From an optimization exercise on the open Yosys and OpenROAD flow, aimed at small area and a short achievable clock period; shortcuts taken in it are not production practice. Function was checked by simulation only, so behaviour that the tests miss may differ from the original.

Design s64x7_core, start of the top module:
module s64x7_core (
    input  logic               clk_i,
    input  logic               rst_n_i,
    input  s64_pkg::word_t     dat_i,
    output s64_pkg::pkt_addr_t adr_o,
    output logic               cyc_o,
    output logic               we_o,
    output logic               vpa_o,
    output s64_pkg::sel_t      sel_o,
    output s64_pkg::word_t     dat_o,
    output s64_pkg::opc_e      opc_o
);
    logic               fetch, lit, load, store, alu, drop, dup;
    logic               jt, jf, jmp, call, ret;
    logic [3:0]         sub;
    s64_pkg::word_t     lit_val;
    logic [7:0]         offset;
    s64_pkg::word_t     tos;
    s64_pkg::word_t     nos;
    s64_pkg::pkt_addr_t p;
    logic               redirect;
    s64_slot_sequencer i_slot_sequencer (
        .clk_i      (clk_i),
        .rst_n_i    (rst_n_i),
        .dat_i      (dat_i),
        .tos_i      (tos),
        .nos_i      (nos),
        .p_i        (p),
        .redirect_i (redirect),
        .fetch_o    (fetch),
        .lit_o      (lit),
        .load_o     (load),
        .store_o    (store),
        .alu_o      (alu),
        .drop_o     (drop),
        .dup_o      (dup),
        .jt_o       (jt),
        .jf_o       (jf),
        .jmp_o      (jmp),
        .call_o     (call),
        .ret_o      (ret),
        .sub_o      (sub),
        .lit_val_o  (lit_val),
        .offset_o   (offset),
        .adr_o      (adr_o),
        .cyc_o      (cyc_o),
        .we_o       (we_o),
        .vpa_o      (vpa_o),
        .sel_o      (sel_o),
        .dat_o      (dat_o),
        .opc_o      (opc_o)
    );
    s64_operand_unit i_operand_unit (
        .clk_i     (clk_i),
        .rst_n_i   (rst_n_i),
        .lit_i     (lit),
        .load_i    (load),
        .store_i   (store),
        .alu_i     (alu),
        .drop_i    (drop),
        .dup_i     (dup),
        .alu_op_i  (s64_pkg::alu_op_e'(sub)),
        .lit_val_i (lit_val),
        .rd_data_i (dat_i),
        .tos_o     (tos),
        .nos_o     (nos)
    );
    s64_flow_unit i_flow_unit (
        .clk_i      (clk_i),
        .rst_n_i    (rst_n_i),
        .fetch_i    (fetch),
        .jt_i       (jt),
        .jf_i       (jf),
        .jmp_i      (jmp),
  ...
For scale: about 7500 cells after synthesis, roughly 910 flip-flops, about 210 I/O pins, about 62000 sq um of cells after synthesis.
make LEC_CHECK=0 CAP_MARGIN=20 CORE_MARGIN=2 CORE_UTILIZATION=40 SETUP_SLACK_MARGIN=5 SLEW_MARGIN=20 finish   # period 10.0 ns
run.sh (not shown) runs the stock make flow with config.mk's settings and CLKGATE_MAP_FILE= SYNTH_SCRIPT=/design/flow/synth_recipe.tcl, a recipe that flattens the netlist after the stock synthesis.
The baseline completed with no timing, DRC or antenna violations.
Edit:
- SETUP_SLACK_MARGIN: 5 -> unset
Effect: The new run finished clean. Sequential share of layout area goes up by 1.0 points. Design area went down by 3.1%. Non-clock buffer count falls by 89. Synthesized area is unchanged. Utilization falls by 1.4 points. Clock skew is about the same. Routed wire length is lower by 6.1%.


P:
s64x7_core, a different RTL version from the one above (not shown whole).
Size in the first run: ~5800 cells after synthesis, about 960 flip-flops, ~210 I/O pins.
export LEC_CHECK = 0
export CAP_MARGIN = 20
export CORE_MARGIN = 2
export CORE_UTILIZATION = 55
export CTS_CLUSTER_DIAMETER = 80
export CTS_CLUSTER_SIZE = 20
export SLEW_MARGIN = 20
export TNS_END_PERCENT = 5
create_clock -name core_clock -period 10.0 [get_ports {clk_i}]
standard.sh (not shown) runs the stock make flow with config.mk's settings and CLKGATE_MAP_FILE= SYNTH_SCRIPT=/design/flow/synth_recipe.tcl, a recipe that flattens the netlist after the stock synthesis.
==> flow/flow/run.sh <==
#!/bin/bash
set -euo pipefail
bash standard.sh \
  "BUFFER_PORTS_ARGS=-buffer_cell sky130_fd_sc_hd__buf_4" \
  MATCH_CELL_FOOTPRINT=0 \
  SETUP_SLACK_MARGIN=6.5 \
  finish > flow_make.log 2>&1
Input changes introduced in Q (baseline for comparison: P):
# P
export LEC_CHECK = 0
export CAP_MARGIN = 20
export CORE_MARGIN = 2
export CORE_UTILIZATION = 55
export CTS_CLUSTER_DIAMETER = 80
export CTS_CLUSTER_SIZE = 20
export SLEW_MARGIN = 20
export TNS_END_PERCENT = 5
create_clock -name core_clock -period 10.0 [get_ports {clk_i}]
# Q
export LEC_CHECK = 0
export CAP_MARGIN = 20
export CORE_MARGIN = 2
export CORE_UTILIZATION = 65
export CTS_CLUSTER_DIAMETER = 80
export CTS_CLUSTER_SIZE = 20
export SLEW_MARGIN = 20
export TNS_END_PERCENT = 5
create_clock -name core_clock -period 10.0 [get_ports {clk_i}]
==> flow/flow/run.sh <==
#!/bin/bash
set -euo pipefail
bash standard.sh \
  "BUFFER_PORTS_ARGS=-buffer_cell sky130_fd_sc_hd__buf_2" \
  MATCH_CELL_FOOTPRINT=0 \
  SETUP_SLACK_MARGIN=6.2 \
  finish > flow_make.log 2>&1
- Re via density per instance: Q is 5.2% up on P.
- Comparing Q and P, the lower final period utilization is on P.
- On post-DP HPWL: between Q and P, it ends up higher for P.
- Delta (Q minus P): worst relative slew slack climbed 2.1 points, total met2 wirelength after detailed routing decreased by about 4.7% relative to the old numbers.
- Summary of Q over P: sequential share of layout area climbed 1.6 points; final area dropped 3.8%.

[re-timing with driven ports]
In the flow no input, the clock included, has a driving cell. The finished layouts below were timed again as built, in two steps. Step 1: set_driving_cell puts a clkbuf_16 on clk_i and a buf_2 on each other input, an assumption about the parent block. Step 2 times the ports against the registers' clock, not the clock port: input delays grow and output delays shrink by t, the midpoint of the rising clock arrivals with the driver on. Three values: ideal ports, drivers, drivers and shift; two values: the first two.
run	t (ns)	setup slack, ns	worst setup path at the end	pins driven straight from the clock port
the first run of note 1	0.820	4.895 / 4.811 / 4.926	register to register	1
the second run of note 1	0.833	3.502 / 3.418 / 4.039	register to register	1
P	0.752	5.939 / 5.870 / 5.799	input to register	1
Q	0.769	5.894 / 5.816 / 5.611	input to register	1
After both steps setup and hold are still met in every run listed. For Q, which loses most, drivers alone change the setup slack by -0.078 ns; drivers and shift together by -0.283 ns.
